Background: an optimization exercise with open tools, aiming at small area. Do not read the settings as production practice. Only simulation tests tie the RTL to the original design; equivalence was not proved.

## flow/design.v (module list and top-level ports; edited modules follow where they fit)
// module izh_update_dp: 1031 lines
// module izh_fa: 4 lines
// module izh_ha: 4 lines
// module izh_neuron_array: 171 lines
module izh_neuron_array #(
    parameter int NUM_CH   = 6,
    parameter int W        = 12,
    parameter int CH_BITS  = 3
) (
    input  logic                clk,
    input  logic                reset,
    input  logic                enable,
    input  logic                input_enable,
    input  logic [NUM_CH*8-1:0] stimulus_in,
    input  logic                load_mode,
    input  logic                serial_data,
    input  logic [CH_BITS-1:0]  mon_sel,
    output logic [7:0]          membrane_out,
    output logic [NUM_CH-1:0]   spike_out,
    output logic                params_ready,
    output logic                frame_done,
    output logic                addr_err,
    output logic [2:0]          debug_state
);
  // ...
==> flow/flow/run.sh <==
#!/bin/bash
# Own flow: the standard layout (standard.sh), with two changes:
#  - Yosys's ABC technology mapping of the combinational logic uses an area-oriented
#    script (&nf with area recovery) instead of ORFS's delay-oriented "map -B 0.9".
#    Registers, their names and cell types are untouched (dfflibmap runs before ABC).
#  - clock tree synthesis does not add dummy load cells.
set -euo pipefail
W=$(pwd)
rm -rf "$W/orfs_scripts"
cp -r "$FLOW_HOME/scripts" "$W/orfs_scripts"
printf '&get -n\n&st\n&dch\n&nf -R 1000\n&put\ntopo\n' > "$W/orfs_scripts/abc_area.script"
export SCRIPTS_DIR="$W/orfs_scripts"
export CTS_ARGS="-sink_clustering_enable -repair_clock_nets -buf_list sky130_fd_sc_hd__clkbuf_8 -sink_clustering_size 16 -sink_clustering_max_diameter 60 -dont_use_dummy_load"
bash "$W/standard.sh" > "$W/standard_flow.log" 2>&1
==> flow/standard.sh <==
#!/bin/bash
# synth_recipe.tcl (not shown) runs the flow's synth.tcl, then flattens the netlist and writes it again
# the make line also repeats each setting of config.mk as NAME=value (left out here)
make -C /OpenROAD-flow-scripts/flow DESIGN_CONFIG=/design/flow/config.mk WORK_HOME=/design/flow/orfs CLKGATE_MAP_FILE= SYNTH_SCRIPT=/design/flow/synth_recipe.tcl "${@:-finish}"
==> flow/config.mk <==
export PLATFORM = sky130hd
export DESIGN_NAME = izh_neuron_array
export DESIGN_NICKNAME = izh_neuron_array
export VERILOG_FILES = /design/flow/design.v
export SDC_FILE = /design/flow/constraint.sdc
export NUM_CORES = 4
export LEC_CHECK = 0
export ABC_AREA = 1
export CAP_MARGIN = 20
export CORE_MARGIN = 2
export CORE_UTILIZATION = 65
export CTS_BUF_LIST = sky130_fd_sc_hd__clkbuf_8
export CTS_CLUSTER_DIAMETER = 60
export CTS_CLUSTER_SIZE = 16
export SLEW_MARGIN = 20
export SYNTH_HIERARCHICAL = 1
==> flow/constraint.sdc <==
create_clock -name core_clock -period 18.0 [get_ports {clk}]
set_input_delay 3.6000 -clock core_clock [delete_from_list [all_inputs] [get_ports {clk}]]
set_output_delay 3.6000 -clock core_clock [all_outputs]
set_load 0.01 [all_outputs]
==> impl_metrics.toml, run 1 <==
[clock_network]
clkTransAtPathRegs_ns = 0.10
cts-root-buf = "clkbuf_8"

[cells_and_area]
final_util = 0.729
layout_commonest_cell = "edfxtp_1"
final-seq-area_sq_mm = 0.0151
num-clock-buffers = 39

[placed_design]
portBuffers = 75
dp.cells = 2708

[status]
run_status = "no timing/DRC/antenna violations"

[worst_hold_path]
hold_depth = 0

[worst_setup_path]
path_depth = 60
end_kind = "flop"
path_class = "reg2reg"
path_max_fanout = 13
cp-startpoint = "scan_q[0]"
reg2reg_slack_ns = 0.53

[grt]
grtUsageMet2 = 0.477
grt_use_met3 = 0.0384

[sta]
finalSetupViolCount = 0
hold_ws_ns = 0.362

[routing]
drtPass1Iterations = 7
wl_met2_um = 31900

[synth]
yosysMostFrequentCell = "edfxtp_1"
==> module izh_neuron_array, before the edit <==
module izh_neuron_array #(
    parameter int NUM_CH   = 6,
    parameter int W        = 12,
    parameter int CH_BITS  = 3
) (
    input  logic                clk,
    input  logic                reset,
    input  logic                enable,
    input  logic                input_enable,
    input  logic [NUM_CH*8-1:0] stimulus_in,
    input  logic                load_mode,
    input  logic                serial_data,
    input  logic [CH_BITS-1:0]  mon_sel,
    output logic [7:0]          membrane_out,
    output logic [NUM_CH-1:0]   spike_out,
    output logic                params_ready,
    output logic                frame_done,
    output logic                addr_err,
    output logic [2:0]          debug_state
);
    localparam int FW = CH_BITS + 4 * W;
    localparam logic [W-1:0] V_RST = W'(V_INIT);
    function automatic logic [2:0] sub6(input logic [2:0] x, input logic [2:0] y);
        logic [3:0] t;
        t = {1'b0, x} - {1'b0, y};
        sub6 = t[3] ? 3'(t + 4'd6) : t[2:0];
    endfunction
    izh_pkg::ld_state_t   state_q;
    logic [5:0]           cnt_q;
    logic [FW-1:0]        frame_q;
    logic [W-1:0]         rv [NUM_CH];
    logic [W-1:0]         ru [NUM_CH];
    logic [W-1:0]         ra [NUM_CH];
    logic [W-1:0]         rb [NUM_CH];
    logic [W-1:0]         rc [NUM_CH];
    logic [W-1:0]         rd [NUM_CH];
    logic [NUM_CH-1:0]    rdy_q;
    logic [NUM_CH-1:0]    tch_q;
    logic [NUM_CH-1:0]    scan_oh;
    logic [NUM_CH-1:0]    spike_q;
    logic [2:0]           scan_q;
    logic                 adv, commit, addr_ok;
    logic [2:0]           scan_nx, mon_idx, mon_pos;
    logic                 rdy0, tch0;
    logic [W-1:0]         dp_vin, dp_uin, dp_v, dp_u, mon_v;
    logic                 dp_spike;
    logic [7:0]           dp_stim;
    assign adv     = enable && input_enable;
    assign addr_ok = (frame_q[FW-1 -: 3] < 3'd6);
    assign commit  = enable && (state_q == LD_COMMIT) && addr_ok;
    assign scan_nx = !adv ? scan_q : (scan_q == 3'd5) ? 3'd0 : scan_q + 3'd1;
    assign dp_stim = stimulus_in[{scan_q, 3'b000} +: 8];
    assign rdy0    = |(rdy_q & scan_oh);
    assign tch0    = |(tch_q & scan_oh);
    assign dp_vin  = tch0 ? rv[0] : V_RST;
    assign dp_uin  = tch0 ? ru[0] : '0;
    izh_update_dp u_dp (
        .v      (dp_vin),
        .u      (dp_uin),
        .a      (pa),
        .b      (pb),
        .c      (pc),
        .d      (pd),
        .stim   (dp_stim),
        .v_next (dp_v),
        .u_next (dp_u),
        .spike  (dp_spike)
    );
    assign spike_out   = spike_q;
    assign debug_state = {1'b0, state_q};
    always_ff @(posedge clk) begin
        if (reset) begin
            state_q <= LD_IDLE;
        end else if (enable) begin
            case (state_q)
                LD_IDLE:   if (load_mode) state_q <= LD_ADDR;
                LD_ADDR:   if (!load_mode) state_q <= LD_IDLE;
                           else if (cnt_q == 6'd2) state_q <= LD_DATA;
                LD_DATA:   if (!load_mode) state_q <= LD_IDLE;
                           else if (cnt_q == 6'(FW - 1)) state_q <= LD_COMMIT;
                default:   state_q <= LD_IDLE;
            endcase
        end
    end
    always_ff @(posedge clk) begin
        if (enable) begin
            cnt_q   <= (state_q == LD_IDLE) ? 6'd1 : cnt_q + 6'd1;
            frame_q <= {frame_q[FW-2:0], serial_data};
        end
    end
    always_ff @(posedge clk) begin
        if (reset) begin
            frame_done <= 1'b0;
            addr_err   <= 1'b0;
        end else begin
            frame_done <= commit;
            addr_err   <= enable && (state_q == LD_COMMIT) && !addr_ok;
        end
    end
    logic [NUM_CH-1:0] p_ld;
    logic [W-1:0]      pa, pb, pc, pd;
    always_comb begin
        pa = '0;
        pb = '0;
        pc = '0;
        pd = '0;
        for (int k = 0; k < NUM_CH; k++) begin
            p_ld[k]    = commit && (frame_q[FW-1 -: 3] == 3'(k));
            scan_oh[k] = (scan_q == 3'(k));
            pa = pa | ({W{scan_oh[k]}} & ra[k]);
            pb = pb | ({W{scan_oh[k]}} & rb[k]);
            pc = pc | ({W{scan_oh[k]}} & rc[k]);
            pd = pd | ({W{scan_oh[k]}} & rd[k]);
        end
    end
    always_ff @(posedge clk) begin
        for (int k = 0; k < NUM_CH; k++) begin
            if (p_ld[k]) begin
                ra[k] <= frame_q[4*W-1 -: W];
                rb[k] <= frame_q[3*W-1 -: W];
                rc[k] <= frame_q[2*W-1 -: W];
                rd[k] <= frame_q[W-1:0];
            end
        end
    end
    always_ff @(posedge clk) begin
        if (reset) begin
            rdy_q <= '0;
        end else begin
            rdy_q <= rdy_q | p_ld;
        end
    end
    logic s_hd, s_up, s_cp;
    assign s_hd = !adv;
    assign s_up = adv && rdy0;
    assign s_cp = adv && !rdy0;
    always_ff @(posedge clk) begin
        if (adv) begin
            for (int j = 0; j < NUM_CH - 1; j++) begin
                rv[j] <= rv[j + 1];
                ru[j] <= ru[j + 1];
            end
        end
        rv[NUM_CH-1] <= ({W{s_hd}} & rv[NUM_CH-1]) | ({W{s_up}} & dp_v) | ({W{s_cp}} & rv[0]);
        ru[NUM_CH-1] <= ({W{s_hd}} & ru[NUM_CH-1]) | ({W{s_up}} & dp_u) | ({W{s_cp}} & ru[0]);
    end
    always_ff @(posedge clk) begin
        if (reset) begin
            tch_q   <= '0;
            spike_q <= '0;
            scan_q  <= '0;
        end else if (adv) begin
            tch_q   <= tch_q | (scan_oh & rdy_q);
            spike_q[scan_q] <= rdy0 && dp_spike;
            scan_q  <= scan_nx;
        end
    end
    assign mon_idx = (mon_sel < 3'd6) ? mon_sel : 3'd0;
    assign mon_pos = sub6(mon_idx, scan_q);
    assign mon_v   = tch_q[mon_idx] ? rv[mon_pos] : V_RST;
    always_ff @(posedge clk) begin
        if (reset) begin
            membrane_out <= 8'hbf;
            params_ready <= 1'b0;
        end else begin
            membrane_out <= (mon_v[11:7] == 5'b00000 || mon_v[11:7] == 5'b11111) ? mon_v[7:0] :
                            {mon_v[11], {7{!mon_v[11]}}};
            params_ready <= &rdy_q;
        end
    end
endmodule
==> run 2: changes to the inputs <==
--- a/flow/design.v
+++ b/flow/design.v
@@ -4,27 +4,35 @@
         LD_ADDR   = 2'd1,
         LD_DATA   = 2'd2,
         LD_COMMIT = 2'd3
     } ld_state_t;
     localparam int V_TH     = 30;
     localparam int V_INIT   = -65;
 endpackage
 module izh_update_dp (
-    input  logic [11:0] v,
-    input  logic [11:0] u,
+    input  logic [11:0] v_cur,
+    input  logic [11:0] u_cur,
+    input  logic [11:0] v_last,
+    input  logic [11:0] u_last,
+    input  logic        touched,
+    input  logic        ready,
+    input  logic        adv,
     input  logic [11:0] a,
     input  logic [11:0] b,
     input  logic [11:0] c,
     input  logic [11:0] d,
     input  logic [7:0]  stim,
-    output logic [11:0] v_next,
-    output logic [11:0] u_next,
+    output logic [11:0] v_d,
+    output logic [11:0] u_d,
     output logic        spike
 );
+    logic [11:0] v, u, v_next, u_next;
+    assign v = touched ? v_cur : 12'hfbf;
+    assign u = touched ? u_cur : 12'h000;
     wire n0 = v[0] & v[1];
     wire n1 = v[0] & v[2];
     wire n2 = v[0] & v[3];
     wire n3 = v[0] & v[4];
     wire n4 = v[0] & v[5];
     wire n5 = v[0] & v[6];
     wire n6 = v[0] & v[7];
     wire n7 = v[0] & v[8];
@@ -1033,16 +1041,22 @@
         if (spike) begin
             v_next = c;
             u_next = u_j;
         end else begin
             v_next = t_lo ? 12'h800 : T[12:1];
             u_next = u_n;
         end
     end
+    logic s_hd, s_up, s_cp;
+    assign s_hd = !adv;
+    assign s_up = adv && ready;
+    assign s_cp = adv && !ready;
+    assign v_d = ({12{s_hd}} & v_last) | ({12{s_up}} & v_next) | ({12{s_cp}} & v_cur);
+    assign u_d = ({12{s_hd}} & u_last) | ({12{s_up}} & u_next) | ({12{s_cp}} & u_cur);
 endmodule
 module izh_fa (input logic a, input logic b, input logic c, output logic s, output logic co);
     assign s  = a ^ b ^ c;
     assign co = (a & b) | (a & c) | (b & c);
 endmodule
 module izh_ha (input logic a, input logic b, output logic s, output logic co);
     assign s  = a ^ b;
     assign co = a & b;
@@ -1087,38 +1101,41 @@
     logic [NUM_CH-1:0]    rdy_q;
     logic [NUM_CH-1:0]    tch_q;
     logic [NUM_CH-1:0]    scan_oh;
     logic [NUM_CH-1:0]    spike_q;
     logic [2:0]           scan_q;
     logic                 adv, commit, addr_ok;
     logic [2:0]           scan_nx, mon_idx, mon_pos;
     logic                 rdy0, tch0;
-    logic [W-1:0]         dp_vin, dp_uin, dp_v, dp_u, mon_v;
+    logic [W-1:0]         dp_v, dp_u, mon_v;
     logic                 dp_spike;
     logic [7:0]           dp_stim;
     assign adv     = enable && input_enable;
     assign addr_ok = (frame_q[FW-1 -: 3] < 3'd6);
     assign commit  = enable && (state_q == LD_COMMIT) && addr_ok;
     assign scan_nx = !adv ? scan_q : (scan_q == 3'd5) ? 3'd0 : scan_q + 3'd1;
     assign dp_stim = stimulus_in[{scan_q, 3'b000} +: 8];
     assign rdy0    = |(rdy_q & scan_oh);
     assign tch0    = |(tch_q & scan_oh);
-    assign dp_vin  = tch0 ? rv[0] : V_RST;
-    assign dp_uin  = tch0 ? ru[0] : '0;
     izh_update_dp u_dp (
-        .v      (dp_vin),
-        .u      (dp_uin),
+        .v_cur  (rv[0]),
+        .u_cur  (ru[0]),
+        .v_last (rv[NUM_CH-1]),
+        .u_last (ru[NUM_CH-1]),
+        .touched(tch0),
+        .ready  (rdy0),
+        .adv    (adv),
         .a      (pa),
         .b      (pb),
         .c      (pc),
         .d      (pd),
         .stim   (dp_stim),
-        .v_next (dp_v),
-        .u_next (dp_u),
+        .v_d    (dp_v),
+        .u_d    (dp_u),
         .spike  (dp_spike)
     );
     assign spike_out   = spike_q;
     assign debug_state = {1'b0, state_q};
     always_ff @(posedge clk) begin
         if (reset) begin
             state_q <= LD_IDLE;
         end else if (enable) begin
@@ -1175,29 +1192,25 @@
     end
     always_ff @(posedge clk) begin
         if (reset) begin
             rdy_q <= '0;
         end else begin
             rdy_q <= rdy_q | p_ld;
         end
     end
-    logic s_hd, s_up, s_cp;
-    assign s_hd = !adv;
-    assign s_up = adv && rdy0;
-    assign s_cp = adv && !rdy0;
     always_ff @(posedge clk) begin
         if (adv) begin
             for (int j = 0; j < NUM_CH - 1; j++) begin
                 rv[j] <= rv[j + 1];
                 ru[j] <= ru[j + 1];
             end
         end
-        rv[NUM_CH-1] <= ({W{s_hd}} & rv[NUM_CH-1]) | ({W{s_up}} & dp_v) | ({W{s_cp}} & rv[0]);
-        ru[NUM_CH-1] <= ({W{s_hd}} & ru[NUM_CH-1]) | ({W{s_up}} & dp_u) | ({W{s_cp}} & ru[0]);
+        rv[NUM_CH-1] <= dp_v;
+        ru[NUM_CH-1] <= dp_u;
     end
     always_ff @(posedge clk) begin
         if (reset) begin
             tch_q   <= '0;
             spike_q <= '0;
             scan_q  <= '0;
         end else if (adv) begin
             tch_q   <= tch_q | (scan_oh & rdy_q);
==> run 2 against run 1 <==
Sequential share of layout area up 0.24 points. Via count down 0.70%. Final cell count down 0.69%. Core utilization fell by 0.37 points. First-iteration DRC count grew 3.9%. Wire length down 1.5%. Area after synthesis decreased by 0.43%. Fmax grew 0.69%. Critical path depth down 2. Non-clock buffer count down 10.
==> impl_metrics.toml, run 2 <==
[synth]
yosys_warnings = 20
yosysSeqAreaShare = 0.532
synth_seq_cells = 523
synth-edff-count = 465
synth_cell_types = 48
synth.area.top_cells = "edfxtp_1 (49%), fa_1 (19%), dfxtp_1 (4.1%)"
yosysTopAreaCellShare = 0.491
synth_commonest_cells = "edfxtp_1 (465), fa_1 (267), nand2_1 (136), nor2_1 (116), xnor2_1 (116)"
synth_ff_type = "edfxtp_1"
yosysMostFrequentCell = "edfxtp_1"
synth_top_area_cell = "edfxtp_1"
synthArstFlopShare = 0
syn_avg_cell_area_sq_um = 14.6
netlist_area_sq_mm = 0.0284
synth_nets = 2335
syn_inst = 1944

[worst_setup_path]
critPathMostFrequentCell = "fa_1"
start_kind = "flop"
end_kind = "flop"
cp_data_arrival_time_ns = 17.79
critical_path.max_stage_delay_ns = 0.52
cp_slowest_cell = "fa_1"
path_max_fanout = 18
path_class = "reg2reg"
required_ns = 18.44

[sta]
min_period_over_period = 0.964
skew_ns = 0.106
finalSetupViolCount = 0
hold_ws_ns = 0.366
worst-slew-pin-transition_ns = 1.10
slew_headroom = 0.267
fin_crit_ns = 17.35
finalSetupTns_ns = 0
maxSlewViolCount = 0
max_clock_freq_mhz = 57.6
hold_violations = 0

[routing]
drc = 0
final_antenna_net_count = 0
via_count = 18049
wl_per_cell_um = 23.8
drt-initial-drc-count = 2234
vias_per_cell = 6.60
drt_wl_total_um = 65200
drtPass1Iterations = 10

[clock_network]
insertion_delay_ns = 0.63
clkTransAtPathRegs_ns = 0.10
numCtsBuffers = 40
cts-root-buf = "clkbuf_8"
clock_sinks = 523
h-tree-depth = 2
clk_path_buf_depth = 3
cts_tree = "done"
cts_hold_buf = 0

[floorplanning]
start_util = 0.659
rows = 76
core_sq_mm = 0.0432
die_area_sq_mm = 0.0454
ios = 77
die_w_um = 213
fp.dieH_um = 213

[cells_and_area]
finalNonFillerCells = 2734
multi_input_area_sq_mm = 0.0132
layout_common_cells = "edfxtp_1 (465), fa_1 (266), nand2_1 (131), xnor2_1 (115), nor2_1 (112)"
syn2layout_area_growth_pct = 10.2
final-seq-area_sq_mm = 0.0151
nNetsFinal = 2542
design_area_sq_mm = 0.0313
drive_above_1_share = 0.0842
diodes = 0
final.fill_count = 2935
layout_commonest_cell = "edfxtp_1"

[grt]
grt_usage = 0.299
grt_use_met3 = 0.0469
grt_pass1_wl_um = 102000
grt_max_degree = 92
gr-total-overflow = 0
use_met1 = 0.433
gr-max-usage-layer = "met2"
grt_antenna_before_repair = 0
grt_pass1_vias = 18187
grtUsageMet2 = 0.474

[status]
run_status = "no timing/DRC/antenna violations"

[placed_design]
dpl-instance-area_sq_mm = 0.0306
routabilityCongestion = 0.924
portBuffers = 75
hpwl_um = 45600
dp.cells = 2687

[job]
drv_cap = 0

[worst_hold_path]
hp-class = "reg2reg"
[run 2: changes by cell type after synthesis, moves of 29 or more]
cell / change
nor2_1: +34
xnor2_1: -48
and2_0: -31
o22ai_1: +60
a22oi_1: -63
xor2_1: +46
a21oi_1: +29
[run 2: per-module statistics from Yosys, one instance, submodules excluded]
module,cells inside,flops+latches
izh_fa,1,0
izh_ha,1,0
izh_neuron_array,938,523
izh_update_dp,706,0
[run 2: stage by stage]
stage	util	setup WS, ns
CTS	0.722	0.162
finish	0.726	0.653
global route	0.726	-0.00938
global placement	0.710	0.440
floorplan	-	0.0656
detailed placement	0.710	-0.0897
[run 2: worst paths after layout]
check | start | to | slack [ns] | depth (start not counted)
setup reg to reg | scan_q[1] | ru[5][3] | 0.65 | 58
hold / removal | ru[4][11] | ru[3][11] | 0.37 | 0
hold reg to reg | ru[4][11] | ru[3][11] | 0.37 | 0
setup / recovery | scan_q[1] | ru[5][3] | 0.65 | 58
[run 2: cell families after synthesis]
logic type	count (synthesis)	synth area share
compound gates	474	0.124
xor+xnor	180	0.0554
fa+ha+maj	334	0.217
buf+inv	72	0.00964
flops	523	0.532
mux	9	0.00669
other cells	2	0.000264
simple gates	350	0.0543
[run 2: timing repair]
action	in CTS	in global routing
gates resized for setup	1	24
cloned	0	3
pin swaps	0	5
buffers inserted	0	4
endpoints found under the setup margin	7	12
[run 2: area by class of cell]
type | instances | area share
inverter | 71 | 0.00867
timing repair buffer | 163 | 0.0450
clock buffer | 40 | 0.0176
tap | 585 | 0.0234
multi-input combinational | 1352 | 0.422
sequential | 523 | 0.483
[run 2: per-layer routing]
| layer | vias to the layer above | part of all wire |
|---|---|---|
| li1 | 7923 | - |
| met1 | 9162 | 0.41 |
| met2 | 853 | 0.48 |
| met3 | 111 | 0.083 |
| met4 | 0 | 0.027 |
| met5 | - | 0 |
[run 2: critical path: cells and delay by family (launching register included)]
kind	cells	cell delay, ns
AO/OA/AOI/OAI	9	1.90
AND/OR/NAND/NOR	9	1.34
XOR/XNOR	2	0.39
flip-flops	1	0.34
buffers and inverters	3	0.52
adder cells (fa/ha/maj)	35	12.63

static timing again, ports no longer ideal:
How much do the figures lean on ideal ports? The routed layouts below were timed once more, with nothing changed but the port constraints. Step 1: set_driving_cell puts a clkbuf_16 on clk and a buf_2 on each other input, an assumption about the parent block. Step 2, shift: input delay + t, output delay - t, t = (earliest + latest rising clock arrival at the registers) / 2. This alone moves slack from input paths to output paths. Slacks: no drivers / after step 1 / after step 2; pairs: no drivers / after step 1.
run	t (ns)	setup WS [ns]	hold WS [ns]	worst setup path at the end
run 1	0.598	0.532 / 0.532 / 0.532	0.362 / 0.362 / 0.362	register to register
run 2	0.636	0.653 / 0.653 / 0.653	0.366 / 0.366 / 0.366	register to register
After both steps every run listed still meets setup and hold.
